Source: an optimization exercise on an open RTL-to-GDS flow (aim: small area and a short achievable clock period). Production flows keep margins and buffers that such runs may drop.
No run shown here included a check of the RTL's function; only the layout flow was run.
Power figures rest on the tool's default switching activity, not on a simulated workload.

==> flow/design.v <==
module dual_issue_decode (
	input  logic			clk,
	input  logic			reset,
	input  logic [31:0]		instr_first,
	input  logic [31:0]		instr_second,
	input  logic [7:0]		pc,
	input  logic [7:0]		branch_pc,
	input  logic			branch_taken,
	output logic [31:0]		even_instr,
	output logic [10:0]		even_op,
	output logic [1:0]		even_unit,
	output logic [6:0]		even_rt,
	output logic			even_write,
	output logic [31:0]		odd_instr,
	output logic [10:0]		odd_op,
	output logic [1:0]		odd_unit,
	output logic [6:0]		odd_rt,
	output logic			odd_write,
	output logic			first_odd,
	output logic			stall,
	output logic [7:0]		stall_pc
);
	logic [31:0] a, b;			 
	logic av, bv;				 
	logic fo;					 
	logic [31:0] ew, ow;
	assign ew = a;
	assign ow = b;
	logic e_rrr, e_ila, e_ai, e_nop, e_fx1, e_shl;
	assign e_rrr = ew[31];
	assign e_ila = ~ew[31] & ew[30] & ~ew[29] & ew[25];
	assign e_ai  = ~ew[31] & ew[28] & ew[26];
	assign e_nop = ~ew[31] & ew[30] & ~ew[29] & ~ew[25];
	assign e_fx1 = e_ila | (~ew[31] & ~ew[30] & ew[28]);
	assign e_shl = ~ew[31] & ~ew[30] & ~ew[28] & ew[27];
	logic [6:0] e_rt0;
	logic e_wr0;
	assign e_rt0 = e_rrr ? ew[27:21] : ew[6:0];
	assign e_wr0 = (ew[31] | ew[30] | ew[28] | ew[27]) & ~e_nop;
	assign even_instr = ew & {32{av}};
	assign even_op    = {ew[31:28], ew[27:25] & {3{~e_rrr}}, ew[24] & ~e_rrr & ~e_ila,
		ew[23:21] & {3{~(e_rrr | e_ila | e_ai)}}} & {11{av}};
	assign even_unit  = {e_fx1, e_fx1 | e_shl} & {2{av}};
	assign even_rt    = e_rt0 & {7{av}};
	assign even_write = e_wr0 & av;
	logic o_ri10, o_ri16;
	assign o_ri10 = ow[29] & ~ow[27] & ow[26];
	assign o_ri16 = ow[29] & ~ow[27] & ~ow[26];
	logic o_ls;
	assign o_ls = o_ri10 | (ow[27] & ~ow[25]);
	assign odd_instr = ow & {32{bv}};
	assign odd_op    = {ow[31:24], ow[23] & ~o_ri10, ow[22:21] & {2{~(o_ri10 | o_ri16)}}} & {11{bv}};
	assign odd_unit  = {o_ri16, o_ls} & {2{bv}};
	assign odd_rt    = ow[6:0] & {7{bv}};
	assign odd_write = (ow[27] | (ow[28] & ow[26])) & bv;
	logic [5:1][6:0]	e_rt;
	logic [5:1]			e_al;	 
	logic [2:1]			e_lg;	 
	logic [4:1][6:0]	o_rt;
	logic [4:1]			o_al;
	logic [2:1]			o_lg;	 
	always_ff @(posedge clk) begin
		e_rt[1] <= e_rt0;
		o_rt[1] <= ow[6:0];
		for (int k = 2; k <= 5; k++) e_rt[k] <= e_rt[k-1];
		for (int k = 2; k <= 4; k++) o_rt[k] <= o_rt[k-1];
		e_lg[1] <= ~(e_fx1 | e_shl);	 
		e_lg[2] <= e_lg[1];
		o_lg[1] <= o_ls;	 
		o_lg[2] <= o_lg[1];
		if (reset) begin
			for (int k = 1; k <= 5; k++) e_al[k] <= 1'b0;
			for (int k = 1; k <= 4; k++) o_al[k] <= 1'b0;
		end else begin
			e_al[1] <= even_write & ~e_fx1;	 
			e_al[2] <= e_al[1];
			e_al[3] <= e_al[2] & e_lg[2];
			e_al[4] <= e_al[3];
			e_al[5] <= e_al[4];
			o_al[1] <= odd_write;					 
			o_al[2] <= o_al[1];
			o_al[3] <= o_al[2] & o_lg[2];
			o_al[4] <= o_al[3];
		end
	end
	function automatic logic busy(input logic [6:0] r,
		input logic ew_, input logic [6:0] ert, input logic ow_, input logic [6:0] ort,
		input logic [5:1][6:0] ert_h, input logic [5:1] eal,
		input logic [4:1][6:0] ort_h, input logic [4:1] oal);
		logic b;
		b = (ew_ && r == ert) || (ow_ && r == ort);
		for (int k = 1; k <= 5; k++) b = b || (eal[k] && r == ert_h[k]);
		for (int k = 1; k <= 4; k++) b = b || (oal[k] && r == ort_h[k]);
		busy = b;
	endfunction
	logic			qf_v, qs_v;			 
	logic [31:0]	f, s;
	logic			f_v, s_v;
	assign f = stall ? (fo ? b : a) : instr_first;
	assign s = stall ? (fo ? a : b) : instr_second;
	assign f_v = ~stall | qf_v;
	assign s_v = ~stall | qs_v;
	function automatic logic [6:0] dec(input logic [31:0] w);
		logic [10:0] o;
		logic ev, od, wr, ua, ub, uc, rrr;
		o = w[31:21];
		ev = 1'b0; od = 1'b0; wr = 1'b0; ua = 1'b0; ub = 1'b0; uc = 1'b0; rrr = 1'b0;
		if (o[10:7] == 4'b1100 || o[10:7] == 4'b1110) begin
			ev = 1'b1; wr = 1'b1; ua = 1'b1; ub = 1'b1; uc = 1'b1; rrr = 1'b1;
		end else if (o[10:4] == 7'b0100001) begin
			ev = 1'b1; wr = 1'b1;
		end else if (o[10:3] == 8'b00011100) begin
			ev = 1'b1; wr = 1'b1; ua = 1'b1;
		end else if (o == 11'b00011000000 || o == 11'b00011000001 || o == 11'b00001011011
				|| o == 11'b01111000100) begin
			ev = 1'b1; wr = 1'b1; ua = 1'b1; ub = 1'b1;
		end else if (o == 11'b01000000001) begin
			ev = 1'b1;
		end else if (o[10:3] == 8'b00110100) begin
			od = 1'b1; wr = 1'b1; ua = 1'b1;
		end else if (o[10:3] == 8'b00100100) begin
			od = 1'b1; ua = 1'b1; uc = 1'b1;
		end else if (o[10:2] == 9'b001100100) begin
			od = 1'b1;
		end else if (o[10:2] == 9'b001000000) begin
			od = 1'b1; uc = 1'b1;
		end else if (o == 11'b00111000100 || o == 11'b00111011100) begin
			od = 1'b1; wr = 1'b1; ua = 1'b1; ub = 1'b1;
		end else if (o == 11'b00000000001) begin
			od = 1'b1;
		end
		dec = {ev, od, wr, ua, ub, uc, rrr};
	endfunction
	logic [6:0] df, ds;
	logic f_ev, f_od, f_wr, f_ua, f_ub, f_uc;
	logic s_ev, s_od, s_wr, s_ua, s_ub, s_uc;
	assign df = dec(f);
	assign ds = dec(s);
	assign {f_ev, f_od, f_wr, f_ua, f_ub, f_uc} = df[6:1] & {6{f_v}};
	assign {s_ev, s_od, s_wr, s_ua, s_ub, s_uc} = ds[6:1] & {6{s_v}};
	logic [6:0] f_rt, s_rt;
	assign f_rt = df[0] ? f[27:21] : f[6:0];
	assign s_rt = ds[0] ? s[27:21] : s[6:0];
	logic stall_first, stall_second, busy_second, same_pipe, same_dest, raw_pair;
	assign stall_first =
		   (f_ua && busy(f[13:7],  even_write, e_rt0, odd_write, ow[6:0], e_rt, e_al, o_rt, o_al))
		|| (f_ub && busy(f[20:14], even_write, e_rt0, odd_write, ow[6:0], e_rt, e_al, o_rt, o_al))
		|| (f_uc && busy(f[6:0],   even_write, e_rt0, odd_write, ow[6:0], e_rt, e_al, o_rt, o_al));
	assign busy_second =
		   (s_ua && busy(s[13:7],  even_write, e_rt0, odd_write, ow[6:0], e_rt, e_al, o_rt, o_al))
		|| (s_ub && busy(s[20:14], even_write, e_rt0, odd_write, ow[6:0], e_rt, e_al, o_rt, o_al))
		|| (s_uc && busy(s[6:0],   even_write, e_rt0, odd_write, ow[6:0], e_rt, e_al, o_rt, o_al));
	assign same_pipe = (s_ev && f_ev) || (s_od && f_od);
	assign same_dest = f_wr && s_wr && (f_rt == s_rt);
	assign raw_pair = f_wr && ((s_ua && s[13:7] == f_rt) || (s_ub && s[20:14] == f_rt)
		|| (s_uc && s[6:0] == f_rt));
	assign stall_second = stall_first || same_pipe || same_dest || raw_pair || busy_second;
	logic go_first, go_second;
	assign go_first = ~branch_taken & ~stall_first;
	assign go_second = ~branch_taken & ~stall_second;
	always_ff @(posedge clk) begin
		a <= f_ev ? f : s;
		b <= f_od ? f : s;
		fo <= f_od;
		av <= ~reset & (f_ev ? go_first : (s_ev & go_second));
		bv <= ~reset & (f_od ? go_first : (s_od & go_second));
		first_odd <= ~reset & go_first & f_od;
		qf_v <= ~branch_taken & stall_first;
		qs_v <= ~branch_taken;
		if (reset) begin
			stall <= 1'b0;
			stall_pc <= '0;
		end else if (branch_taken) begin
			stall <= 1'b1;
			stall_pc <= branch_pc + 8'd2;
		end else if (stall_second) begin
			stall <= 1'b1;
			stall_pc <= stall ? stall_pc : pc;
		end else begin
			stall <= 1'b0;
		end
	end
endmodule
==> flow/flow/run.sh <==
#!/bin/bash
# Standard layout, with plain buf_1 cells as the port buffers.
set -euo pipefail
export BUFFER_PORTS_ARGS="-buffer_cell sky130_fd_sc_hd__buf_1"
bash standard.sh > standard_flow.log 2>&1
==> flow/standard.sh <==
#!/bin/bash
# synth_recipe.tcl (not shown) runs the flow's synth.tcl, then flattens the netlist and writes it again
# the make line also repeats each setting of config.mk as NAME=value (left out here)
make -C /OpenROAD-flow-scripts/flow DESIGN_CONFIG=/design/flow/config.mk WORK_HOME=/design/flow/orfs CLKGATE_MAP_FILE= SYNTH_SCRIPT=/design/flow/synth_recipe.tcl "${@:-finish}"
==> flow/config.mk <==
export PLATFORM = sky130hd
export DESIGN_NAME = dual_issue_decode
export DESIGN_NICKNAME = dual_issue_decode
export VERILOG_FILES = /design/flow/design.v
export SDC_FILE = /design/flow/constraint.sdc
export NUM_CORES = 4
export LEC_CHECK = 0
export CAP_MARGIN = 20
export CORE_MARGIN = 2
export CORE_UTILIZATION = 45
export PLACE_DENSITY = 0.6
export SLEW_MARGIN = 20
==> flow/constraint.sdc <==
create_clock -name core_clock -period 9.0 [get_ports {clk}]
set_input_delay 1.8000 -clock core_clock [delete_from_list [all_inputs] [get_ports {clk}]]
set_output_delay 1.8000 -clock core_clock [all_outputs]
set_load 0.01 [all_outputs]
==> results of run 1 <==
==> cell usage after synthesis (45+ instances only) <==
master,instances
xnor2_1,255
xor2_1,190
dfxtp_1,155
nand2_1,118
nor2_1,115
clkbuf_1,113
o21ai_0,95
o22ai_1,92
nand3_1,91
and2_1,81
nor4_1,80
mux2i_1,77
a21oi_1,75
buf_2,63
inv_1,59
nand4_1,57
a21o_1,45
==> power breakdown <==
group / switching, mW / leakage [nW] / internal, mW / total (mW)
combinational: 1.07 / 5.01 / 0.608 / 1.68
sequential: 0.298 / 1.30 / 0.781 / 1.08
clock: 0.383 / 0.287 / 0.374 / 0.756
total: 1.75 / 6.60 / 1.76 / 3.51
==> worst min-delay path by stage <==
stage / start / to / depth (start not counted)
after global routing: o_lg[1]$_DFF_P_ / o_lg[2]$_DFF_P_ / 0
after detailed placement: o_lg[1]$_DFF_P_ / o_lg[2]$_DFF_P_ / 0
final: o_lg[1]$_DFF_P_ / o_lg[2]$_DFF_P_ / 0
after global placement: o_lg[1]$_DFF_P_ / o_lg[2]$_DFF_P_ / 0
after floorplan: e_lg[1]$_DFF_P_ / e_lg[2]$_DFF_P_ / 0
after CTS: o_lg[1]$_DFF_P_ / o_lg[2]$_DFF_P_ / 0
==> critical path: cells and delay by family, from the launching register on <==
family          cells  cell delay (ns)
compound gates      4             1.76
simple gates        5             1.38
mux                 2             1.12
flops               1             0.86
buf+inv             1             0.59
==> kinds of logic (layout without fill, tap and decap cells) <==
kind of cell,after synthesis,after routing,share of synthesized area
compound gates,605,605,0.240
mux,121,121,0.0769
simple gates,690,690,0.204
xor+xnor,445,445,0.218
flops,155,155,0.174
fa+ha+maj,1,1,0.000700
buf+inv,331,384,0.0871
==> per-stage QoR <==
stage | power, mW | utilization | instances | hold WS, ns | setup slack [ns]
finish | 3.51 | 0.488 | 2926 | 0.337 | 3.15
global route | 3.61 | 0.488 | 2926 | 0.348 | 3.19
CTS | 3.40 | 0.488 | 2926 | 0.337 | 3.69
detailed placement | 2.65 | 0.473 | 2894 | 0.319 | 3.50
global placement | 2.63 | 0.473 | 2894 | 0.316 | 3.50
floorplan | 2.05 | - | 2348 | 0.310 | 4.45
==> cell type report <==
class,count,share of cell area
clock buffers,17,0.0221
clock inverters,15,0.00883
inverters,66,0.0129
multi-input cells,1862,0.687
flip-flops and latches,155,0.162
well taps,525,0.0341
repair buffers,286,0.0735
==> routing by layer <==
metal / wire (um) / share of wire
met1: 34700 / 0.35
met2: 40600 / 0.41
met3: 14000 / 0.14
met4: 9190 / 0.093
met5: 47 / 0.00048
==> state kept, by name, indices dropped and copies added (netlist names) <==
register	flops
fo	1
first_odd	1
e_lg	2
qf_v	1
e_rt	35
e_al	5
bv	1
o_rt	28
stall_pc	8
b	32
o_lg	2
av	1
qs_v	1
o_al	4
a	32
stall	1
==> flow_metrics.env, run 1 <==
export IMPL_status="complete, no violations"
export IMPL_synth_top_cell_area_share=0.174
export IMPL_max_freq_mhz=171
export IMPL_final_cell_mix="xnor2_1 (255), buf_1 (198), xor2_1 (190), dfxtp_1 (150), nand2_1 (118)"
export IMPL_placementRows=73
export IMPL_cts_tree="yes"
export IMPL_antenna_left=0
export IMPL_antenna_found_initial=4
export IMPL_grt_pass1_wl_um=141000
export IMPL_top_usage_layer="met2"
export IMPL_cp_max_fo=41
export IMPL_cts_sinks=155
export IMPL_worst_pin_slew_ns=1.27
export IMPL_place_gp_congestion=1.08
export IMPL_crit_start="fo$_DFF_P_"
export IMPL_critPathKind="reg -> reg"
export IMPL_vias=20700
export IMPL_worstSetupEndpoint="stall_pc[0]$_SDFFE_PP0P_"
export IMPL_cp_start_kind="register"
export IMPL_wl_um=98500
export IMPL_synthCells=2348
export IMPL_grt_pass1_vias=19800
export IMPL_leakagePower_nw=6.60
export IMPL_yosys_area_top_type="dfxtp_1"
export IMPL_max_stage_delay_ns=0.88
export IMPL_yosys_top_cells_area="dfxtp_1 (17%), xnor2_1 (12%), xor2_1 (9.3%)"
export IMPL_worstPathCellList="buf_4 -> mux2i_1 -> a21o_1 -> nor2_1 -> nand4b_1 -> nor4_1 -> nor3_1 -> a31oi_1 -> nor2_1 -> o2111ai_4 -> o22ai_4 -> mux2_4"
export IMPL_gr_usage_met2=0.686
export IMPL_slew_headroom=0.155
export IMPL_syn_to_final_growth_pct=7.84
export IMPL_slew_violations=0
export IMPL_crit_top_cell="nor2_1"
export IMPL_hold_buffers=0
export IMPL_synth_area_um2=17900
export IMPL_seq_area_frac_synth=0.174
export IMPL_core_um2=39500
export IMPL_finalCritPeriodShare=0.650
export IMPL_nNetsFinal=2472
export IMPL_cap_violations=0
export IMPL_final_hold_violation_count=0
export IMPL_cp_required_ns=9.36
export IMPL_synthArstFlopShare=0
export IMPL_crit_slowest_cell="a21o_1"
export IMPL_wl_per_cell_um=33.7
export IMPL_reg2reg_depth=12
export IMPL_multi_input_area_um2=13200
export IMPL_fin_crit_ns=5.85
export IMPL_seqCellArea_um2=3110
export IMPL_diodes=0
export IMPL_met3_usage=0.187
export IMPL_clock_skew_final_ns=0.0142
export IMPL_die_area_um2=41300
export IMPL_synth_fp_nets=2432
export IMPL_layout_drive_gt1_share=0.0858
export IMPL_worstReg2RegEnd="stall_pc[0]$_SDFFE_PP0P_"
export IMPL_rsz0062_at_grt="no"
export IMPL_ctsResizeCount=0
export IMPL_viasPerCell=7.09
export IMPL_ctsRootBufferMaster="clkbuf_16"
export IMPL_clk_pin_slew_ns=0.08
export IMPL_grtUsageTotal=0.468
export IMPL_dp_hpwl_um=68400
export IMPL_drt_iter0_markers=3178
export IMPL_hold_path_class="reg -> reg"
export IMPL_synth_seq_cells=155
export IMPL_synth_flop_cell="dfxtp_1"
export IMPL_cts_setup_buffers=0
export IMPL_clock_latency_ns=0.48
export IMPL_dieHeight_um=203
export IMPL_final_common_cell="xnor2_1"
export IMPL_syn_area_per_cell_um2=7.61
export IMPL_synth_edf_count=0
export IMPL_post_dp_cell_area_um2=18700
export IMPL_dr_pass1_iters=10
export IMPL_clk_path_buf_depth=2
export IMPL_port_buffers=198
export IMPL_timing_setup_tns_ns=0
export IMPL_io_pins=199
export IMPL_critPathArrivalTime_ns=6.21
export IMPL_design_area_um2=19300
export IMPL_grt_overflow_total=0
export IMPL_reg2reg_slack_ns=3.15
export IMPL_yosysWarningCount=1
export IMPL_drc=0
export IMPL_r2r_start="fo$_DFF_P_"
export IMPL_initial_core_util=0.453
export IMPL_die_x_um=203
export IMPL_fillCellCount=3983
export IMPL_setup_viol=0
export IMPL_clock_tree_htree_level_count=4
export IMPL_synth_distinct_cells=90
export IMPL_peakVddDrop_mv=0.135
export IMPL_numCtsBuffers=17
export IMPL_grt_max_degree=179
export IMPL_met1_usage=0.549
export IMPL_power_density_nw_per_um2=182
export IMPL_endpoint_kind="register"
==> run 2: changes to the inputs <==
==> flow/run.sh (new file) <==
#!/bin/bash
# synth_recipe.tcl (not shown) runs the flow's synth.tcl, then flattens the netlist and writes it again
# the make line also repeats each setting of config.mk as NAME=value (left out here)
make -C /OpenROAD-flow-scripts/flow DESIGN_CONFIG=/design/flow/config.mk WORK_HOME=/design/flow/orfs CLKGATE_MAP_FILE= SYNTH_SCRIPT=/design/flow/synth_recipe.tcl finish
removed: flow/flow/run.sh
removed: flow/standard.sh
==> flow_metrics.env, run 2 <==
export IMPL_fin_crit_ns=5.61
export IMPL_fillCellCount=3975
export IMPL_timing_setup_tns_ns=0
export IMPL_top_regs="e_rt: 35 flops, a: 32 flops, b: 32 flops"
export IMPL_hold_path_class="reg -> reg"
export IMPL_cap_violations=0
export IMPL_synth_distinct_cells=90
export IMPL_cp_max_fo=8
export IMPL_grt_max_degree=86
export IMPL_synth_seq_cells=155
export IMPL_dp_hpwl_um=69100
export IMPL_yosys_top_cells_area="dfxtp_1 (17%), xnor2_1 (12%), xor2_1 (9.3%)"
export IMPL_synth_area_um2=17900
export IMPL_die_x_um=203
export IMPL_core_um2=39500
export IMPL_critPathArrivalTime_ns=5.97
export IMPL_timing_hold_ws_ns=0.332
export IMPL_viasPerCell=7.07
export IMPL_synth_edf_count=0
export IMPL_post_dp_cell_area_um2=19900
export IMPL_finalCritPeriodShare=0.624
export IMPL_yosysMostFrequentCell="xnor2_1"
export IMPL_synth_flop_cell="dfxtp_1"
export IMPL_syn_area_per_cell_um2=7.61
export IMPL_drt_iter0_markers=2987
export IMPL_endpoint_kind="register"
export IMPL_wl_per_cell_um=33.7
export IMPL_worst_pin_slew_ns=1.39
export IMPL_layout_drive_gt1_share=0.0814
export IMPL_place_gp_congestion=1.09
export IMPL_cts_sinks=155
export IMPL_cp_start_kind="input port"
export IMPL_clock_tree_htree_level_count=4
export IMPL_critPathKind="in -> reg"
export IMPL_port_buffers=198
export IMPL_largest_register_ffs=35
export IMPL_clk_pin_slew_ns=0.06
export IMPL_critPathTopFamily="simple AND/OR/NAND/NOR gates"
export IMPL_syn_to_final_growth_pct=14.6
export IMPL_highest_layer="met4"
export IMPL_io_pins=199
export IMPL_clock_skew_final_ns=0.0132
export IMPL_clock_latency_ns=0.48
export IMPL_dieHeight_um=203
export IMPL_max_freq_mhz=178
export IMPL_grt_overflow_total=0
export IMPL_leakagePower_nw=7.06
export IMPL_fin_util=0.519
export IMPL_numCtsBuffers=17
export IMPL_crit_slowest_cell="clkdlybuf4s50_1"
export IMPL_seq_area_frac_synth=0.174
export IMPL_synthArstFlopShare=0
export IMPL_grt_pass1_vias=19900
export IMPL_yosysWarningCount=1
export IMPL_synth_top_cell_area_share=0.174
export IMPL_status="complete, no violations"
export IMPL_wl_met3_um=13200
export IMPL_antenna_left=0
export IMPL_die_area_um2=41300
export IMPL_cts_setup_buffers=0
export IMPL_power_density_nw_per_um2=174
export IMPL_initial_core_util=0.453
export IMPL_slew_violations=0
export IMPL_placementRows=73
export IMPL_largest_register="e_rt"
export IMPL_final_common_cell="xnor2_1"
export IMPL_power_total_mw=3.57
export IMPL_setup_viol=0
export IMPL_cts_tree="yes"
export IMPL_wl_met2_um=41600
export IMPL_nNetsFinal=2469
export IMPL_slew_headroom=0.0657
export IMPL_max_stage_delay_ns=1.00
export IMPL_hold_buffers=0
export IMPL_synth_fp_nets=2432
export IMPL_clk_path_buf_depth=2
export IMPL_grt_pass1_wl_um=141000
export IMPL_yosys_area_top_type="dfxtp_1"
export IMPL_antenna_found_initial=5
export IMPL_peakVddDrop_mv=0.138
export IMPL_synthCells=2348
export IMPL_synthTopCellsByCount="xnor2_1 (255), xor2_1 (190), dfxtp_1 (155)"
export IMPL_final_hold_violation_count=0
export IMPL_drc=0
export IMPL_cp_required_ns=9.36
export IMPL_vias=20700
export IMPL_final_cell_mix="xnor2_1 (255), clkdlybuf4s50_1 (198), xor2_1 (190), dfxtp_1 (152), nand2_1 (118)"
export IMPL_wl_um=98500
export IMPL_worstPathCellList="clkdlybuf4s50_1 -> xor2_1 -> nor4_1 -> nand4_1 -> o211ai_1 -> nor4_1 -> and4_1 -> nand4_1 -> a221oi_2 -> nand2_1 -> o22ai_4 -> mux2_4"
export IMPL_drt_met1_wl_um=35600
export IMPL_ctsResizeCount=0
export IMPL_critPathBufInv=1
export IMPL_rsz0062_at_grt="no"
export IMPL_design_area_um2=20500
export IMPL_dr_pass1_iters=6
export IMPL_ctsRootBufferMaster="clkbuf_16"
export IMPL_grtUsageTotal=0.469
[run 2: cell counts after synthesis]
No cell type changed its count.
[run 2: final cells by class]
| cell class | instances | area (um^2) | area share |
|---|---|---|---|
| antenna | 5 | 12.5 | 0.000611 |
| sequential | 155 | 3110 | 0.152 |
| timing repair buffer | 283 | 2620 | 0.128 |
| clock inverter | 10 | 143 | 0.00697 |
| multi-input combinational | 1862 | 13200 | 0.646 |
| tap | 525 | 657 | 0.0321 |
| inverter | 66 | 248 | 0.0121 |
| clock buffer | 21 | 450 | 0.0220 |
[run 2: final timing paths]
kind | start | endpoint | slack, ns | depth (start not counted)
setup / recovery | instr_first[3] | stall_pc[1]$_SDFFE_PP0P_ | 3.39 | 12
hold / removal | o_lg[1]$_DFF_P_ | o_lg[2]$_DFF_P_ | 0.33 | 0
setup reg to reg | fo$_DFF_P_ | stall_pc[1]$_SDFFE_PP0P_ | 3.49 | 11
hold reg to reg | o_lg[1]$_DFF_P_ | o_lg[2]$_DFF_P_ | 0.33 | 0
[run 2: kinds of logic (layout without fill, tap and decap cells)]
family | Yosys count | in the layout | synth area share
flip-flops | 155 | 155 | 0.174
XOR/XNOR | 445 | 445 | 0.218
adder cells (fa/ha/maj) | 1 | 1 | 0.000700
multiplexers | 121 | 121 | 0.0769
AO/OA/AOI/OAI | 605 | 605 | 0.240
buffers and inverters | 331 | 380 | 0.0871
other | 0 | 5 | 0
AND/OR/NAND/NOR | 690 | 690 | 0.204
[run 2: through the flow]
stage          setup slack [ns]  instances
2_1_floorplan              4.45       2348
3_3_place_gp               3.18       2890
3_5_place_dp               3.17       2890
4_1_cts                    3.65       2921
5_1_grt                    3.31       2922
6_report                   3.39       2927
[run 2: routing by layer]
metal,track usage,vias up
met1,0.557,9849
met5,0,-
met3,0.177,583
met2,0.704,1696
li1,-,8577
met4,0.308,0
[run 2: worst reg2reg max path: stages (launching register included)]
cell      delay, ns
dfxtp_4        0.96
mux2i_1        1.13
a21oi_2        0.57
xnor2_1        0.32
nand3_1        0.12
nor4_1         1.16
nor4_1         0.12
a31oi_1        0.24
a221oi_2       0.10
nand2_1        0.18
o22ai_4        0.16
mux2_4         0.34
[run 2: power by group]
part,leakage [nW],switching [mW],internal [mW]
registers,1.30,0.304,0.781
clock network,0.281,0.331,0.443
logic,5.47,1.07,0.641
==> run 3: changes to the inputs <==
==> flow/flow/run.sh (new file) <==
#!/bin/bash
# The standard layout, with two changes:
#  - synthesis maps with an area-oriented ABC script (flow/abc_area.script),
#    otherwise the same as synth_recipe.tcl;
#  - the port buffers are plain buf_1 cells.
set -euo pipefail
HERE=$(pwd)
export BUFFER_PORTS_ARGS="-buffer_cell sky130_fd_sc_hd__buf_1"
export MY_ABC_SCRIPT=$HERE/flow/abc_area.script
sed "s#SYNTH_SCRIPT=[^ ]*#SYNTH_SCRIPT=$HERE/flow/synth.tcl#" standard.sh > own_standard.sh
bash own_standard.sh > flow_make.log 2>&1
==> flow/flow/abc_area.script (new file) <==
strash
dch
map -a
topo
stime -c
buffer -c
upsize -c
dnsize -c
==> flow/flow/synth.tcl (new file) <==
# The standard synthesis (synth_recipe.tcl), with ABC's mapping script replaced
# by the area-oriented one next to this file.
proc synth {args} { yosys synth -nofsm -noshare {*}$args }
proc abc {args} {
  set i [lsearch -exact $args -script]
  if { $i >= 0 && [info exists ::env(MY_ABC_SCRIPT)] } {
    set args [lreplace $args $i [expr {$i + 1}] -script $::env(MY_ABC_SCRIPT)]
  }
  yosys abc {*}$args
}
source $::env(SCRIPTS_DIR)/synth.tcl
# left out here: clear keep_hierarchy, flatten, clean up, hide names made inside functions, write 1_2_yosys.v
==> flow/standard.sh (new file) <==
#!/bin/bash
# synth_recipe.tcl (not shown) runs the flow's synth.tcl, then flattens the netlist and writes it again
# the make line also repeats each setting of config.mk as NAME=value (left out here)
make -C /OpenROAD-flow-scripts/flow DESIGN_CONFIG=/design/flow/config.mk WORK_HOME=/design/flow/orfs CLKGATE_MAP_FILE= SYNTH_SCRIPT=/design/flow/synth_recipe.tcl "${@:-finish}"
removed: flow/run.sh
==> flow_metrics.env, run 3 <==
export IMPL_status="complete, no violations"
export IMPL_synthTopCellsByCount="nand2_1 (283), inv_1 (197), nor2_1 (183)"
export IMPL_slew_headroom=0.228
export IMPL_synth_flop_cell="dfxtp_1"
export IMPL_wl_per_cell_um=29.1
export IMPL_fin_cells=2486
export IMPL_place_gp_congestion=1.12
export IMPL_hold_path_class="reg -> reg"
export IMPL_drt_iter0_markers=2769
export IMPL_yosysWarningCount=1
export IMPL_critPathKind="reg -> reg"
export IMPL_cp_max_fo=52
export IMPL_slew_violations=0
export IMPL_cts_sinks=155
export IMPL_dp_hpwl_um=50400
export IMPL_clk_pin_slew_ns=0.07
export IMPL_nNetsFinal=2172
export IMPL_swShare=0.470
export IMPL_placementRows=62
export IMPL_peakVddDrop_mv=0.100
export IMPL_top_regs="e_rt: 35 flops, a: 32 flops, b: 32 flops"
export IMPL_timing_hold_ws_ns=0.341
export IMPL_clock_tree_htree_level_count=4
export IMPL_synth_area_um2=13200
export IMPL_grtUsageTotal=0.455
export IMPL_drc=0
export IMPL_grt_pass1_vias=15200
export IMPL_critPathArrivalTime_ns=5.56
export IMPL_dp_slack_ns=3.85
export IMPL_fin_crit_ns=5.19
export IMPL_endpoint_kind="register"
export IMPL_grt_pass1_wl_um=103000
export IMPL_final_hold_violation_count=0
export IMPL_grt_overflow_total=0
export IMPL_synth_edf_count=0
export IMPL_leakagePower_nw=5.92
export IMPL_numCtsBuffers=17
export IMPL_clock_latency_ns=0.46
export IMPL_worst_pin_slew_ns=1.16
export IMPL_critPathTopFamily="compound AO/OA/AOI/OAI gates"
export IMPL_final_cell_mix="nand2_1 (282), buf_1 (198), inv_1 (197), nor2_1 (183), o22ai_1 (161)"
export IMPL_final_common_cell="nand2_1"
export IMPL_setup_viol=0
export IMPL_syn_to_final_growth_pct=9.21
export IMPL_worstPathCellList="buf_4 -> inv_2 -> buf_4 -> nor2_1 -> o21ai_2 -> inv_1 -> o21ai_2 -> o221ai_1 -> nor4_1 -> o2111ai_1 -> nand4_1 -> nand3_2 -> nand3_2 -> o21a_4 -> o21ai_0 -> a31oi_1"
export IMPL_timing_setup_tns_ns=0
export IMPL_power_switching_mw=1.33
export IMPL_setup_slack_ns=3.81
export IMPL_initial_core_util=0.459
export IMPL_finalCritPeriodShare=0.577
export IMPL_io_pins=199
export IMPL_largest_register="e_rt"
export IMPL_die_x_um=175
export IMPL_viasPerCell=6.89
export IMPL_yosysMostFrequentCell="nand2_1"
export IMPL_cts_setup_buffers=0
export IMPL_ctsResizeCount=0
export IMPL_die_area_um2=30800
export IMPL_critPathBufInv=4
export IMPL_vias=17100
export IMPL_antenna_left=0
export IMPL_antenna_found_initial=2
export IMPL_port_buffers=198
export IMPL_power_density_nw_per_um2=196
export IMPL_hold_buffers=0
export IMPL_power_total_mw=2.84
export IMPL_synth_distinct_cells=58
export IMPL_clk_path_buf_depth=2
export IMPL_dr_pass1_iters=9
export IMPL_core_um2=28900
export IMPL_yosys_area_top_type="dfxtp_1"
export IMPL_clockPowerShare=0.261
export IMPL_cap_violations=0
export IMPL_p_int_mw=1.50
export IMPL_ctsRootBufferMaster="clkbuf_16"
export IMPL_grt_max_degree=70
export IMPL_clock_skew_final_ns=0.0161
export IMPL_largest_register_ffs=35
export IMPL_synth_seq_cells=155
export IMPL_dp_cells=2453
export IMPL_syn_area_per_cell_um2=6.63
export IMPL_cp_start_kind="register"
export IMPL_synthArstFlopShare=0
export IMPL_max_freq_mhz=193
export IMPL_power_frac_comb=0.382
export IMPL_synthCells=1996
export IMPL_yosys_top_cells_area="dfxtp_1 (23%), nand2_1 (8.0%), o22ai_1 (7.6%)"
export IMPL_layout_drive_gt1_share=0.0861
export IMPL_seq_area_frac_synth=0.234
export IMPL_wl_um=72400
export IMPL_crit_slowest_cell="o21ai_2"
export IMPL_rsz0062_at_grt="no"
export IMPL_cp_required_ns=9.37
export IMPL_dieHeight_um=175
export IMPL_cts_tree="yes"
export IMPL_synth_fp_nets=2080
export IMPL_power_share_sequential=0.356
export IMPL_max_stage_delay_ns=0.80
export IMPL_synth_top_cell_area_share=0.234
[run 3: cells by family after synthesis]
group | Yosys count | share of synthesized area
compound gates | 702 | 0.349
xor+xnor | 102 | 0.0675
fa+ha+maj | 1 | 0.000945
buf+inv | 406 | 0.138
flops | 155 | 0.234
simple gates | 630 | 0.210
[run 3: path summary, 6_finish.rpt]
check	startpoint	to	slack, ns	cells after the start
setup / recovery	fo$_DFF_P_	stall_pc[0]$_SDFFE_PP0P_	3.81	16
hold / removal	e_lg[1]$_DFF_P_	e_lg[2]$_DFF_P_	0.34	0
setup reg to reg	fo$_DFF_P_	stall_pc[0]$_SDFFE_PP0P_	3.81	16
hold reg to reg	e_lg[1]$_DFF_P_	e_lg[2]$_DFF_P_	0.34	0
[run 3: final cells by class]
cell class | count | area (um^2)
repair buffers | 239 | 1050
clock buffers | 18 | 439
fillers | 3000 | 14400
multi-input cells | 1435 | 8340
diodes | 1 | 2.50
well taps | 384 | 480
clock inverters | 14 | 134
inverters | 240 | 903
flip-flops and latches | 155 | 3100
[run 3: per-stage QoR]
stage                     instance area, um^2  utilization
after global placement                  13900        0.480
final                                   14500        0.501
after detailed placement                13900        0.480
after floorplan                         13200            -
after global routing                    14500        0.501
after CTS                               14400        0.500
[run 3: per-layer routing]
layer | track usage | wire (um)
met5 | 0 | 0
met4 | 0.288 | 5680
met3 | 0.189 | 11700
met1 | 0.595 | 27800
met2 | 0.612 | 27200
[run 3: power groups by stage]
stage | clock [mW] | sequential, mW | combinational, mW
5_1_grt | 0.765 | 1.01 | 1.13
2_1_floorplan | 0 | 0.863 | 0.760
4_1_cts | 0.734 | 0.989 | 1.02
3_3_place_gp | 0 | 1.01 | 1.01
3_5_place_dp | 0 | 1.00 | 1.01
6_report | 0.741 | 1.01 | 1.08
==> run 4: changes to the inputs <==
--- a/flow/config.mk
+++ b/flow/config.mk
@@ -7,6 +7,7 @@
 export LEC_CHECK = 0
 export CAP_MARGIN = 20
 export CORE_MARGIN = 2
-export CORE_UTILIZATION = 45
-export PLACE_DENSITY = 0.6
+export CORE_UTILIZATION = 35
+export PLACE_DENSITY = 0.5
+export SETUP_SLACK_MARGIN = 4.7
 export SLEW_MARGIN = 20
==> flow_metrics.env, run 4 <==
export IMPL_synth_edf_count=0
export IMPL_cap_violations=0
export IMPL_core_um2=37500
export IMPL_final_cell_mix="nand2_1 (282), buf_1 (198), nor2_1 (183), inv_1 (180), o22ai_1 (161)"
export IMPL_worstReg2RegEnd="stall_pc[2]$_SDFFE_PP0P_"
export IMPL_clock_skew_final_ns=0.00824
export IMPL_clock_tree_htree_level_count=4
export IMPL_fillCellCount=4082
export IMPL_dp_cells=2581
export IMPL_io_pins=199
export IMPL_post_dp_cell_area_um2=14000
export IMPL_dp_slack_ns=3.93
export IMPL_leakagePower_nw=6.47
export IMPL_synthArstFlopShare=0
export IMPL_synth_seq_cells=155
export IMPL_placementRows=71
export IMPL_power_total_mw=2.96
export IMPL_initial_core_util=0.353
export IMPL_drc=0
export IMPL_design_area_um2=16000
export IMPL_final_hold_violation_count=0
export IMPL_peakVddDrop_mv=0.149
export IMPL_timing_setup_tns_ns=0
export IMPL_place_gp_congestion=1.04
export IMPL_antenna_left=0
export IMPL_cp_max_fo=15
export IMPL_cp_required_ns=9.38
export IMPL_port_buffers=198
export IMPL_grt_pass1_vias=15400
export IMPL_dieHeight_um=198
export IMPL_ctsRootBufferMaster="clkbuf_16"
export IMPL_vias=17700
export IMPL_synth_top_cell_area_share=0.234
export IMPL_r2r_start="fo$_DFF_P_"
export IMPL_synth_distinct_cells=58
export IMPL_crit_slowest_cell="a2111oi_0"
export IMPL_min_to="o_lg[2]$_DFF_P_"
export IMPL_worstPathCellList="buf_1 -> nand2_1 -> o21ai_4 -> inv_2 -> nand2_1 -> a2111oi_0 -> o2111ai_1 -> nand3_2 -> o32ai_1 -> nand3_1 -> nand2_1 -> nand3_2 -> o21a_4 -> o21ai_0 -> a31oi_1"
export IMPL_layout_drive_gt1_share=0.148
export IMPL_grt_max_degree=66
export IMPL_grt_pass1_wl_um=109000
export IMPL_cts_sinks=155
export IMPL_whs_path_depth=0
export IMPL_numCtsBuffers=17
export IMPL_status="complete, no violations"
export IMPL_synth_flop_cell="dfxtp_1"
export IMPL_slew_violations=0
export IMPL_clock_latency_ns=0.46
export IMPL_nNetsFinal=2288
export IMPL_endpoint_kind="register"
export IMPL_synth_fp_nets=2080
export IMPL_synth_area_um2=13200
export IMPL_clk_pin_slew_ns=0.07
export IMPL_cp_start_kind="input port"
export IMPL_die_area_um2=39400
export IMPL_yosysWarningCount=1
export IMPL_slew_headroom=0.297
export IMPL_dp_hpwl_um=52200
export IMPL_setup_slack_ns=4.69
export IMPL_gr_usage_met2=0.523
export IMPL_power_density_nw_per_um2=186
export IMPL_clk_path_buf_depth=2
export IMPL_seq_area_frac_synth=0.234
export IMPL_grtUsageTotal=0.380
export IMPL_wl_per_cell_um=28.7
export IMPL_yosys_top_cells_area="dfxtp_1 (23%), nand2_1 (8.0%), o22ai_1 (7.6%)"
export IMPL_final_common_cell="nand2_1"
export IMPL_reg2reg_slack_ns=4.83
export IMPL_top_usage_layer="met2"
export IMPL_max_stage_delay_ns=0.60
export IMPL_met1_usage=0.507
export IMPL_antenna_found_initial=1
export IMPL_worst_pin_slew_ns=1.05
export IMPL_synthTopCellsByCount="nand2_1 (283), inv_1 (197), nor2_1 (183)"
export IMPL_timing_hold_ws_ns=0.335
export IMPL_largest_register="e_rt"
export IMPL_syn_to_final_growth_pct=20.6
export IMPL_synthCells=1996
export IMPL_largest_register_ffs=35
export IMPL_fin_cells=2730
export IMPL_cts_tree="yes"
export IMPL_fin_util=0.426
export IMPL_hold_path_class="reg -> reg"
export IMPL_critPathArrivalTime_ns=4.70
export IMPL_crit_top_cell="nand2_1"
export IMPL_setup_viol=0
export IMPL_wl_um=78400
export IMPL_die_x_um=198
export IMPL_hp_start="o_lg[1]$_DFF_P_"
export IMPL_dr_pass1_iters=7
export IMPL_critPathKind="in -> reg"
export IMPL_hold_buffers=0
export IMPL_yosys_area_top_type="dfxtp_1"
export IMPL_finalCritPeriodShare=0.479
export IMPL_yosysMostFrequentCell="nand2_1"
export IMPL_grt_overflow_total=0
export IMPL_drt_iter0_markers=2916
export IMPL_max_freq_mhz=232
export IMPL_fin_crit_ns=4.31
export IMPL_viasPerCell=6.50
export IMPL_syn_area_per_cell_um2=6.63
export IMPL_top_regs="e_rt: 35 flops, a: 32 flops, b: 32 flops"
export IMPL_rsz0062_at_grt="yes"
export IMPL_met3_usage=0.122
export IMPL_reg2reg_depth=19
## run 4: cell counts after synthesis
No cell type changed its count.
## run 4: cell type report
class / instances / area [um^2] / share of cell area
Sequential cell: 155 / 3110 / 0.195
Multi-Input combinational cell: 1438 / 8500 / 0.533
Tap cell: 511 / 639 / 0.0401
Clock buffer: 19 / 433 / 0.0271
Timing Repair inverter: 3 / 22.5 / 0.00141
Clock inverter: 13 / 145 / 0.00910
Antenna cell: 2 / 5.00 / 0.000314
Timing Repair Buffer: 349 / 2100 / 0.132
Inverter: 240 / 998 / 0.0626
## run 4: cells by family after synthesis
family,share of synthesized area
buffers and inverters,0.138
DFF,0.234
adders and majority gates,0.000945
AOI/OAI and AO/OA,0.349
and+or+nand+nor,0.210
xor gates and xnor gates,0.0675
## run 4: worst max path at each step
stage / endpoint / slack (ns) / from
2_1_floorplan: stall_pc[7]$_SDFFE_PP0P_ / 5.03 / instr_first[31]
3_3_place_gp: stall_pc[0]$_SDFFE_PP0P_ / 3.96 / instr_first[31]
3_5_place_dp: stall_pc[3]$_SDFFE_PP0P_ / 3.93 / instr_first[15]
4_1_cts: stall_pc[2]$_SDFFE_PP0P_ / 4.71 / instr_first[18]
5_1_grt: stall_pc[2]$_SDFFE_PP0P_ / 4.54 / instr_first[17]
6_report: stall_pc[2]$_SDFFE_PP0P_ / 4.69 / instr_first[17]
## run 4: what timing repair did
item | in CTS | in global routing
gates resized for setup | 29 | 70
gates cloned | 2 | 4
setup endpoints to repair | 21 | 37
pin swaps | 5 | 21
buffers inserted | 33 | 76
## run 4: critical path, delay by kind of cell
family / cells / cell delay (ns)
compound gates: 7 / 1.48
simple gates: 6 / 0.94
buf+inv: 2 / 0.45
## run 4: power by group
group	internal, mW	switching [mW]
sequential	0.784	0.213
combinational	0.407	0.820
clock	0.411	0.329
## run 4: per-layer routing
layer,up-vias,part of all wire
li1,7518,-
met1,8237,0.39
met2,1591,0.39
met3,386,0.14
met4,6,0.075
met5,-,0.0022
==> run 5: changes to the inputs <==
--- a/flow/config.mk
+++ b/flow/config.mk
@@ -9,5 +9,5 @@
 export CORE_MARGIN = 2
 export CORE_UTILIZATION = 35
 export PLACE_DENSITY = 0.5
-export SETUP_SLACK_MARGIN = 4.7
+export SETUP_SLACK_MARGIN = 4.0
 export SLEW_MARGIN = 20
==> flow_metrics.env, run 5 <==
export IMPL_layout_drive_gt1_share=0.0856
export IMPL_setup_slack_ns=4.15
export IMPL_ctsRootBufferMaster="clkbuf_16"
export IMPL_numCtsBuffers=17
export IMPL_clk_pin_slew_ns=0.07
export IMPL_post_dp_cell_area_um2=14000
export IMPL_dp_slack_ns=3.93
export IMPL_die_x_um=198
export IMPL_design_area_um2=14700
export IMPL_cp_start_kind="register"
export IMPL_synthArstFlopShare=0
export IMPL_grt_pass1_vias=15200
export IMPL_leakagePower_nw=5.90
export IMPL_synth_edf_count=0
export IMPL_synth_top_cell_area_share=0.234
export IMPL_drc=0
export IMPL_rsz0062_at_grt="no"
export IMPL_antenna_left=0
export IMPL_max_freq_mhz=206
export IMPL_wl_per_cell_um=28.9
export IMPL_critPathKind="reg -> reg"
export IMPL_power_frac_comb=0.387
export IMPL_initial_core_util=0.353
export IMPL_cts_tree="yes"
export IMPL_timing_hold_ws_ns=0.334
export IMPL_cp_max_fo=52
export IMPL_power_density_nw_per_um2=193
export IMPL_grt_overflow_total=0
export IMPL_seq_area_frac_synth=0.234
export IMPL_cp_required_ns=9.34
export IMPL_power_share_sequential=0.352
export IMPL_largest_register_ffs=35
export IMPL_synth_distinct_cells=58
export IMPL_top_regs="e_rt: 35 flops, a: 32 flops, b: 32 flops"
export IMPL_slew_headroom=0.253
export IMPL_syn_area_per_cell_um2=6.63
export IMPL_synth_seq_cells=155
export IMPL_drt_iter0_markers=2675
export IMPL_yosysWarningCount=1
export IMPL_clock_latency_ns=0.46
export IMPL_setup_viol=0
export IMPL_vias=16900
export IMPL_dr_pass1_iters=7
export IMPL_peakVddDrop_mv=0.147
export IMPL_clk_path_buf_depth=2
export IMPL_final_cell_mix="nand2_1 (282), buf_1 (198), inv_1 (196), nor2_1 (183), o22ai_1 (161)"
export IMPL_synth_flop_cell="dfxtp_1"
export IMPL_status="complete, no violations"
export IMPL_antenna_found_initial=1
export IMPL_place_gp_congestion=1.04
export IMPL_dp_hpwl_um=52200
export IMPL_timing_setup_tns_ns=0
export IMPL_fin_crit_ns=4.85
export IMPL_dieHeight_um=198
export IMPL_final_common_cell="nand2_1"
export IMPL_cap_violations=0
export IMPL_port_buffers=198
export IMPL_swShare=0.463
export IMPL_synth_fp_nets=2080
export IMPL_diodes=0
export IMPL_core_um2=37500
export IMPL_power_total_mw=2.83
export IMPL_synthCells=1996
export IMPL_cts_sinks=155
export IMPL_finalCritPeriodShare=0.539
export IMPL_grt_pass1_wl_um=107000
export IMPL_worst_pin_slew_ns=1.12
export IMPL_yosys_top_cells_area="dfxtp_1 (23%), nand2_1 (8.0%), o22ai_1 (7.6%)"
export IMPL_hold_path_class="reg -> reg"
export IMPL_wl_um=75500
export IMPL_yosys_area_top_type="dfxtp_1"
export IMPL_placementRows=71
export IMPL_viasPerCell=6.48
export IMPL_grtUsageTotal=0.372
export IMPL_synthTopCellsByCount="nand2_1 (283), inv_1 (197), nor2_1 (183)"
export IMPL_nNetsFinal=2173
export IMPL_largest_register="e_rt"
export IMPL_final_hold_violation_count=0
export IMPL_clockPowerShare=0.261
export IMPL_power_switching_mw=1.31
export IMPL_syn_to_final_growth_pct=10.8
export IMPL_clock_tree_htree_level_count=4
export IMPL_critPathArrivalTime_ns=5.19
export IMPL_endpoint_kind="register"
export IMPL_io_pins=199
export IMPL_die_area_um2=39400
export IMPL_clock_skew_final_ns=0.00846
export IMPL_cts_setup_buffers=0
export IMPL_grt_max_degree=66
export IMPL_yosysMostFrequentCell="nand2_1"
export IMPL_slew_violations=0
export IMPL_synth_area_um2=13200
export IMPL_p_int_mw=1.52
==> run 5: cell types whose count changed in the layout (fill, tap and decap cells not counted), sizes merged <==
cell / delta
clkinv: +1
o21a: -1
nand2: -2
inv: +14
diode: -2
clkinvlp: -18
buf: -108
clkbuf: -1
==> run 5: final timing paths <==
path,slack [ns],end,from,cells past startpoint
max reg2reg,4.15,stall_pc[2]$_SDFFE_PP0P_,fo$_DFF_P_,17
min,0.33,o_lg[2]$_DFF_P_,o_lg[1]$_DFF_P_,0
max,4.15,stall_pc[2]$_SDFFE_PP0P_,fo$_DFF_P_,17
min reg2reg,0.33,o_lg[2]$_DFF_P_,o_lg[1]$_DFF_P_,0
==> run 5: repair_timing <==
| action | CTS | global route |
|---|---|---|
| gates resized for setup | 1 | 12 |
| pin swaps | 0 | 0 |
| setup endpoints to repair | 6 | 11 |
| hold buffers | 0 | 0 |
| endpoints found under the hold margin | 0 | 0 |
| cloned | 0 | 0 |
==> run 5: cells by family (layout without fill, tap and decap cells) <==
| group | count (synthesis) | count (layout) | synth area share |
|---|---|---|---|
| buffers and inverters | 406 | 512 | 0.138 |
| adders and majority gates | 1 | 1 | 0.000945 |
| xor gates and xnor gates | 102 | 102 | 0.0675 |
| AOI/OAI and AO/OA | 702 | 702 | 0.349 |
| DFF | 155 | 155 | 0.234 |
| and+or+nand+nor | 630 | 630 | 0.210 |
==> run 5: layout make-up <==
class                   count  area [um^2]
clock inverters            13          145
fillers                  4123        22800
well taps                 511          639
inverters                 240          917
flip-flops and latches    155         3110
repair buffers            240         1060
clock buffers              19          433
multi-input cells        1435         8360
==> run 5: critical path, stage by stage (launching register included) <==
cell	delay, ns
dfxtp_1	0.30
buf_4	0.27
inv_4	0.35
buf_4	0.47
nor2_1	0.13
o21ai_4	0.54
inv_2	0.38
o22ai_1	0.25
a21oi_1	0.06
a32oi_1	0.36
nand3_1	0.22
o32ai_1	0.32
nand3_1	0.25
nand2_1	0.22
nand3_2	0.13
o21a_4	0.19
o21ai_0	0.17
a31oi_1	0.06
==> run 5: per-layer routing <==
| layer | routed length, um | global-route usage | up-vias |
|---|---|---|---|
| met2 | 29200 | 0.511 | 1445 |
| met4 | 5200 | 0.236 | 2 |
| met5 | 13 | 0 | - |
| li1 | - | - | 7284 |
| met3 | 10600 | 0.122 | 314 |
| met1 | 30500 | 0.497 | 7898 |
==> run 5: per-stage QoR <==
step	std cells	utilization
floorplan	1996	-
global placement	2581	0.374
finish	2613	0.391
CTS	2613	0.389
global route	2613	0.391
detailed placement	2581	0.374
==> run 5: power groups by stage <==
| stage | Combinational [mW] | Sequential, mW | Clock, mW |
|---|---|---|---|
| after floorplan | 0.760 | 0.863 | 0 |
| after global placement | 1.03 | 1.00 | 0 |
| after detailed placement | 1.03 | 0.992 | 0 |
| after CTS | 1.04 | 0.980 | 0.747 |
| after global routing | 1.15 | 0.998 | 0.775 |
| final | 1.10 | 0.997 | 0.739 |
==> run 6: changes to the inputs <==
--- a/flow/design.v
+++ b/flow/design.v
@@ -22,7 +22,6 @@
 );
 	logic [31:0] a, b;			 
 	logic av, bv;				 
-	logic fo;					 
 	logic [31:0] ew, ow;
 	assign ew = a;
 	assign ow = b;
@@ -93,13 +92,10 @@
 		for (int k = 1; k <= 4; k++) b = b || (oal[k] && r == ort_h[k]);
 		busy = b;
 	endfunction
-	logic			qf_v, qs_v;			 
+	logic			sel_in, f_a, f_b, s_a, s_b;
 	logic [31:0]	f, s;
-	logic			f_v, s_v;
-	assign f = stall ? (fo ? b : a) : instr_first;
-	assign s = stall ? (fo ? a : b) : instr_second;
-	assign f_v = ~stall | qf_v;
-	assign s_v = ~stall | qs_v;
+	assign f = ({32{sel_in}} & instr_first) | ({32{f_a}} & a) | ({32{f_b}} & b);
+	assign s = ({32{sel_in}} & instr_second) | ({32{s_a}} & a) | ({32{s_b}} & b);
 	function automatic logic [6:0] dec(input logic [31:0] w);
 		logic [10:0] o;
 		logic ev, od, wr, ua, ub, uc, rrr;
@@ -136,8 +132,8 @@
 	logic s_ev, s_od, s_wr, s_ua, s_ub, s_uc;
 	assign df = dec(f);
 	assign ds = dec(s);
-	assign {f_ev, f_od, f_wr, f_ua, f_ub, f_uc} = df[6:1] & {6{f_v}};
-	assign {s_ev, s_od, s_wr, s_ua, s_ub, s_uc} = ds[6:1] & {6{s_v}};
+	assign {f_ev, f_od, f_wr, f_ua, f_ub, f_uc} = df[6:1];
+	assign {s_ev, s_od, s_wr, s_ua, s_ub, s_uc} = ds[6:1];
 	logic [6:0] f_rt, s_rt;
 	assign f_rt = df[0] ? f[27:21] : f[6:0];
 	assign s_rt = ds[0] ? s[27:21] : s[6:0];
@@ -161,12 +157,14 @@
 	always_ff @(posedge clk) begin
 		a <= f_ev ? f : s;
 		b <= f_od ? f : s;
-		fo <= f_od;
 		av <= ~reset & (f_ev ? go_first : (s_ev & go_second));
 		bv <= ~reset & (f_od ? go_first : (s_od & go_second));
 		first_odd <= ~reset & go_first & f_od;
-		qf_v <= ~branch_taken & stall_first;
-		qs_v <= ~branch_taken;
+		sel_in <= reset | ~(branch_taken | stall_second);
+		f_a <= ~reset & ~branch_taken & stall_first & ~f_od;
+		f_b <= ~reset & ~branch_taken & stall_first & f_od;
+		s_a <= ~reset & ~branch_taken & stall_second & f_od;
+		s_b <= ~reset & ~branch_taken & stall_second & ~f_od;
 		if (reset) begin
 			stall <= 1'b0;
 			stall_pc <= '0;
--- a/flow/config.mk
+++ b/flow/config.mk
@@ -9,5 +9,5 @@
 export CORE_MARGIN = 2
 export CORE_UTILIZATION = 35
 export PLACE_DENSITY = 0.5
-export SETUP_SLACK_MARGIN = 4.0
+export SETUP_SLACK_MARGIN = 5.0
 export SLEW_MARGIN = 20
==> flow_metrics.env, run 6 <==
export IMPL_yosys_top_cells_area="dfxtp_1 (25%), nand2_1 (9.5%), a221oi_1 (8.6%)"
export IMPL_largest_register_ffs=35
export IMPL_critPathArrivalTime_ns=4.49
export IMPL_diodes=0
export IMPL_syn_area_per_cell_um2=6.69
export IMPL_power_total_mw=2.61
export IMPL_setup_slack_ns=4.86
export IMPL_clock_tree_htree_level_count=4
export IMPL_synth_seq_cells=157
export IMPL_syn_to_final_growth_pct=32.2
export IMPL_worst_pin_slew_ns=0.764
export IMPL_slew_violations=0
export IMPL_synth_fp_nets=1998
export IMPL_numCtsBuffers=17
export IMPL_slew_headroom=0.490
export IMPL_max_freq_mhz=241
export IMPL_antenna_left=0
export IMPL_nNetsFinal=2282
export IMPL_placementRows=70
export IMPL_min_to="o_lg[2]$_DFF_P_"
export IMPL_cap_violations=0
export IMPL_timing_hold_ws_ns=0.328
export IMPL_multi_input_area_um2=8770
export IMPL_drc=0
export IMPL_cts_tree="yes"
export IMPL_synthArstFlopShare=0
export IMPL_grt_overflow_total=0
export IMPL_status="complete, no violations"
export IMPL_clock_skew_final_ns=0.0161
export IMPL_dp_slack_ns=3.56
export IMPL_place_gp_congestion=1.08
export IMPL_core_um2=36300
export IMPL_layout_drive_gt1_share=0.190
export IMPL_io_pins=199
export IMPL_dieHeight_um=195
export IMPL_finalCritPeriodShare=0.460
export IMPL_cts_sinks=157
export IMPL_final_hold_violation_count=0
export IMPL_synth_top_cell_area_share=0.246
export IMPL_whs_path_depth=0
export IMPL_cp_start_kind="input port"
export IMPL_synth_area_um2=12800
export IMPL_largest_register="e_rt"
export IMPL_cp_required_ns=9.35
export IMPL_grtUsageTotal=0.406
export IMPL_clk_path_buf_depth=2
export IMPL_wl_per_cell_um=30.1
export IMPL_synth_flop_cell="dfxtp_1"
export IMPL_seq_area_frac_synth=0.246
export IMPL_antenna_found_initial=1
export IMPL_grt_pass1_wl_um=113000
export IMPL_rsz0062_at_grt="yes"
export IMPL_r2r_start="sel_in$_DFF_P_"
export IMPL_reg2reg_slack_ns=5.18
export IMPL_initial_core_util=0.352
export IMPL_ctsRootBufferMaster="clkbuf_16"
export IMPL_timing_setup_tns_ns=0
export IMPL_port_buffers=198
export IMPL_yosys_area_top_type="dfxtp_1"
export IMPL_final_cell_mix="nand2_1 (316), buf_1 (197), inv_1 (172), dfxtp_1 (156), buf_4 (147)"
export IMPL_reg2reg_depth=16
export IMPL_critPathKind="in -> reg"
export IMPL_vias=17500
export IMPL_clock_latency_ns=0.47
export IMPL_endpoint_kind="register"
export IMPL_synthTopCellsByCount="nand2_1 (324), inv_1 (198), dfxtp_1 (157)"
export IMPL_worstReg2RegEnd="stall_pc[4]$_SDFFE_PP0P_"
export IMPL_drt_iter0_markers=2858
export IMPL_grt_max_degree=64
export IMPL_grt_pass1_vias=16100
export IMPL_die_x_um=195
export IMPL_hp_start="o_lg[1]$_DFF_P_"
export IMPL_seqCellArea_um2=3140
export IMPL_setup_viol=0
export IMPL_yosysWarningCount=1
export IMPL_synthCells=1914
export IMPL_dp_hpwl_um=53200
export IMPL_fin_crit_ns=4.14
export IMPL_power_density_nw_per_um2=154
export IMPL_synth_distinct_cells=56
export IMPL_cp_max_fo=19
export IMPL_yosysMostFrequentCell="nand2_1"
export IMPL_synth_edf_count=0
export IMPL_viasPerCell=6.55
export IMPL_fillCellCount=3788
export IMPL_wl_um=80500
export IMPL_leakagePower_nw=6.82
export IMPL_die_area_um2=38100
export IMPL_clk_pin_slew_ns=0.06
export IMPL_dr_pass1_iters=9
export IMPL_top_regs="e_rt: 35 flops, a: 32 flops, b: 32 flops"
export IMPL_hold_path_class="reg -> reg"
export IMPL_final_common_cell="nand2_1"
export IMPL_peakVddDrop_mv=0.148
-- run 6: cell count changes after synthesis, sizes merged, moves of 12 or more --
cell	delta
clkinv	+16
a21oi	-16
nand3	+28
o21a	+12
nor2	-31
o21ai	-116
inv	-17
nand2	+38
xor2	+16
clkbuf	-20
a22oi	+20
a221oi	+13
buf	-14
-- run 6: worst max-delay path, cell delays in order --
cell and delay, ns:
buf_1 0.07, nand2_1 0.06, nand2_1 0.10, buf_4 0.32, clkinvlp_4 0.35, o22ai_1 0.27
a2111oi_0 0.09, nand4_1 0.19, nand4_1 0.11, nor3_1 0.17, o221a_2 0.31, nand3_4 0.12
inv_6 0.10, o21ai_4 0.08, buf_4 0.17, o21ai_2 0.13, a21oi_2 0.04
-- run 6: worst max-delay path by stage --
stage,from,end,slack [ns],cells past startpoint
2_1_floorplan,instr_first[26],stall_pc[4]$_SDFFE_PP0P_,4.92,16
3_3_place_gp,instr_second[9],stall_pc[6]$_SDFFE_PP0P_,3.50,17
3_5_place_dp,instr_first[3],stall_pc[4]$_SDFFE_PP0P_,3.56,15
4_1_cts,instr_first[31],stall_pc[4]$_SDFFE_PP0P_,4.96,20
5_1_grt,instr_second[25],stall_pc[5]$_SDFFE_PP0P_,4.84,20
6_report,instr_first[9],stall_pc[5]$_SDFFE_PP0P_,4.86,17
-- run 6: what timing repair did --
action | CTS | global route
hold buffers | 0 | 0
gates cloned | 1 | 2
gates resized for setup | 152 | 108
endpoints found under the setup margin | 24 | 34
pin swaps | 25 | 38
setup buffers | 115 | 45
-- run 6: report_power, final --
part           internal, mW  switching [mW]  total, mW
logic                 0.339           0.629      0.967
clock network         0.418           0.322      0.740
registers             0.766           0.135      0.901
-- run 6: per-stage QoR --
step | utilization | area (um^2) | std cells
5_1_grt | 0.466 | 16900 | 2679
3_5_place_dp | 0.378 | 13700 | 2484
4_1_cts | 0.441 | 16000 | 2632
3_3_place_gp | 0.378 | 13700 | 2483
2_1_floorplan | - | 12800 | 1914
6_report | 0.466 | 16900 | 2679
-- run 6: area by class of cell --
class / count / share of cell area
inverter: 239 / 0.0627
sequential: 157 / 0.186
tap: 468 / 0.0346
timing repair buffer: 396 / 0.164
multi-input combinational: 1387 / 0.519
clock buffer: 24 / 0.0297
clock inverter: 8 / 0.00473
-- run 6: per-layer routing --
metal | track usage | vias up | share of wire
li1 | - | 7412 | -
met1 | 0.545 | 8223 | 0.40
met2 | 0.572 | 1537 | 0.39
met3 | 0.137 | 372 | 0.15
met4 | 0.210 | 2 | 0.064
met5 | 0 | - | 0.00014
-- run 6: kinds of logic after synthesis --
logic type | Yosys count | synth area share
adder cells (fa/ha/maj) | 1 | 0.000977
XOR/XNOR | 117 | 0.0801
AND/OR/NAND/NOR | 682 | 0.240
flip-flops | 157 | 0.246
AO/OA/AOI/OAI | 586 | 0.308
buffers and inverters | 371 | 0.125
==> run 7: changes to the inputs <==
--- a/flow/config.mk
+++ b/flow/config.mk
@@ -9,5 +9,5 @@
 export CORE_MARGIN = 2
 export CORE_UTILIZATION = 35
 export PLACE_DENSITY = 0.5
-export SETUP_SLACK_MARGIN = 5.0
+export SETUP_SLACK_MARGIN = 4.7
 export SLEW_MARGIN = 20
==> flow_metrics.env, run 7 <==
export IMPL_status="complete, no violations"
export IMPL_seq_area_frac_synth=0.246
export IMPL_port_buffers=198
export IMPL_cap_violations=0
export IMPL_vias=17400
export IMPL_fin_crit_ns=4.30
export IMPL_slew_violations=0
export IMPL_placementRows=70
export IMPL_core_um2=36300
export IMPL_power_density_nw_per_um2=164
export IMPL_synth_flop_cell="dfxtp_1"
export IMPL_grtUsageTotal=0.397
export IMPL_viasPerCell=6.61
export IMPL_drc=0
export IMPL_grt_max_degree=64
export IMPL_layout_drive_gt1_share=0.142
export IMPL_synth_area_um2=12800
export IMPL_critPathArrivalTime_ns=4.65
export IMPL_worst_pin_slew_ns=0.822
export IMPL_synth_distinct_cells=56
export IMPL_cts_tree="yes"
export IMPL_synth_top_cell_area_share=0.246
export IMPL_endpoint_kind="register"
export IMPL_syn_to_final_growth_pct=24.1
export IMPL_grt_overflow_total=0
export IMPL_clk_path_buf_depth=2
export IMPL_grt_pass1_vias=15600
export IMPL_clk_pin_slew_ns=0.07
export IMPL_highest_layer="met5"
export IMPL_clock_latency_ns=0.47
export IMPL_yosysWarningCount=1
export IMPL_synthCells=1914
export IMPL_dr_pass1_iters=8
export IMPL_peakVddDrop_mv=0.156
export IMPL_antenna_found_initial=6
export IMPL_largest_register="e_rt"
export IMPL_setup_slack_ns=4.70
export IMPL_cts_sinks=157
export IMPL_yosys_area_top_type="dfxtp_1"
export IMPL_max_freq_mhz=232
export IMPL_synth_seq_cells=157
export IMPL_drt_iter0_markers=3025
export IMPL_cp_required_ns=9.35
export IMPL_wl_met2_um=30400
export IMPL_fin_util=0.437
export IMPL_cp_max_fo=6
export IMPL_critPathKind="in -> reg"
export IMPL_final_common_cell="nand2_1"
export IMPL_numCtsBuffers=17
export IMPL_yosys_top_cells_area="dfxtp_1 (25%), nand2_1 (9.5%), a221oi_1 (8.6%)"
export IMPL_leakagePower_nw=6.38
export IMPL_final_cell_mix="nand2_1 (319), buf_1 (198), inv_1 (177), dfxtp_1 (155), o22ai_1 (151)"
export IMPL_synthArstFlopShare=0
export IMPL_syn_area_per_cell_um2=6.69
export IMPL_top_regs="e_rt: 35 flops, a: 32 flops, b: 32 flops"
export IMPL_yosysMostFrequentCell="nand2_1"
export IMPL_wl_met3_um=12300
export IMPL_slew_headroom=0.452
export IMPL_clock_tree_htree_level_count=4
export IMPL_finalCritPeriodShare=0.478
export IMPL_synth_fp_nets=1998
export IMPL_grt_pass1_wl_um=111000
export IMPL_ctsRootBufferMaster="clkbuf_16"
export IMPL_setup_viol=0
export IMPL_timing_setup_tns_ns=0
export IMPL_die_x_um=195
export IMPL_place_gp_congestion=1.07
export IMPL_dp_hpwl_um=52800
export IMPL_nNetsFinal=2229
export IMPL_clock_skew_final_ns=0.0173
export IMPL_die_area_um2=38100
export IMPL_largest_register_ffs=35
export IMPL_cp_start_kind="input port"
export IMPL_io_pins=199
export IMPL_final_hold_violation_count=0
export IMPL_initial_core_util=0.352
export IMPL_antenna_left=0
export IMPL_synth_edf_count=0
export IMPL_dieHeight_um=195
export IMPL_rsz0062_at_grt="yes"
export IMPL_wl_per_cell_um=30.0
export IMPL_drt_met1_wl_um=31400
export IMPL_hold_path_class="reg -> reg"
export IMPL_wl_um=78800
export IMPL_dp_slack_ns=3.50
export IMPL_synthTopCellsByCount="nand2_1 (324), inv_1 (198), dfxtp_1 (157)"
-- run 7: cell counts after synthesis --
No cell type changed its count.
-- run 7: area by class of cell --
| type | count | area (um^2) |
|---|---|---|
| inverter | 239 | 1030 |
| multi-input combinational | 1387 | 8370 |
| fill | 3863 | 20500 |
| sequential | 157 | 3150 |
| clock buffer | 17 | 425 |
| antenna | 2 | 5.00 |
| timing repair buffer | 343 | 2120 |
| clock inverter | 15 | 200 |
| tap | 468 | 586 |
-- run 7: where the power goes --
part           internal [mW]  total [mW]  leakage (nW)  switching, mW
registers              0.766       0.902          1.31          0.136
clock network          0.447       0.804         0.301          0.357
logic                  0.293       0.892          4.76          0.599
-- run 7: worst paths after layout --
kind	slack, ns	startpoint	endpoint	depth (start not counted)
max	4.70	instr_second[11]	stall_pc[5]$_SDFFE_PP0P_	16
min	0.34	e_lg[1]$_DFF_P_	e_lg[2]$_DFF_P_	0
max reg2reg	5.02	b[26]$_DFF_P_	stall_pc[5]$_SDFFE_PP0P_	16
min reg2reg	0.34	e_lg[1]$_DFF_P_	e_lg[2]$_DFF_P_	0
-- run 7: stage by stage --
| step | hold slack, ns | cell area [um^2] | total power, mW | cells |
|---|---|---|---|---|
| final | 0.341 | 15900 | 2.60 | 2628 |
| after detailed placement | 0.329 | 13700 | 1.65 | 2486 |
| after global placement | 0.320 | 13700 | 1.67 | 2486 |
| after global routing | 0.347 | 15900 | 2.67 | 2626 |
| after CTS | 0.350 | 14900 | 2.48 | 2553 |
| after floorplan | 0.310 | 12800 | 1.35 | 1914 |
-- run 7: per-layer routing --
layer / track usage / up-vias
li1: - / 7308
met1: 0.527 / 8094
met2: 0.540 / 1578
met3: 0.162 / 380
met4: 0.217 / 4
met5: 0 / -
-- run 7: worst max-delay path: stages --
cell        delay, ns
buf_1            0.08
nand2_1          0.08
nand3_4          0.21
clkinvlp_4       0.33
o22ai_1          0.25
a21oi_1          0.07
nand4_1          0.20
nand3_1          0.21
o31ai_1          0.29
nand2_1          0.18
nor4_2           0.32
nand3_2          0.15
inv_4            0.13
o21ai_4          0.10
o21ai_1          0.17
a21oi_1          0.06
-- run 7: kinds of logic after synthesis --
logic type,synth area share
AOI/OAI and AO/OA,0.308
and+or+nand+nor,0.240
DFF,0.246
adders and majority gates,0.000977
xor gates and xnor gates,0.0801
buffers and inverters,0.125
-- run 7: timing repair --
item	4_1_cts	5_1_grt
gates resized for setup	62	86
setup buffers	34	72
pin swaps	5	22
cloned	1	1
hold buffers	0	0
endpoints found under the setup margin	19	18

afterwards: timing with drivers on the ports:
In the flow no input, the clock included, has a driving cell. The finished layouts below were timed again as built, in two steps.
Step 1, drivers: a clkbuf_16 drives clk and a buf_2 each remaining input, both assumed.
Step 2, shift: input delay + t, output delay - t, t = (earliest + latest rising clock arrival at the registers) / 2. This alone moves slack from input paths to output paths.
Slacks: ideal ports / drivers / drivers and shift; pairs: ideal ports / drivers.
| run | t, ns | setup WS [ns] | hold slack, ns | pins driven straight from the clock port |
|---|---|---|---|---|
| run 1 | 0.530 | 3.149 / 3.149 / 3.149 | 0.337 / 0.337 / 0.337 | 1 |
| run 2 | 0.530 | 3.386 / 3.422 / 2.892 | 0.332 / 0.332 / 0.332 | 1 |
| run 3 | 0.510 | 3.811 / 3.811 / 3.701 | 0.341 / 0.341 / 0.341 | 1 |
| run 4 | 0.512 | 4.689 / 4.706 / 4.194 | 0.335 / 0.335 / 0.335 | 1 |
| run 5 | 0.509 | 4.146 / 4.146 / 3.768 | 0.334 / 0.334 / 0.334 | 1 |
| run 6 | 0.517 | 4.856 / 4.884 / 4.367 | 0.328 / 0.328 / 0.328 | 1 |
| run 7 | 0.513 | 4.695 / 4.725 / 4.212 | 0.341 / 0.341 / 0.341 | 1 |
After both steps setup and hold are still met in every run listed. The setup slack of run 4, which loses most, moves by +0.017 ns with the drivers and by -0.495 ns with both steps.
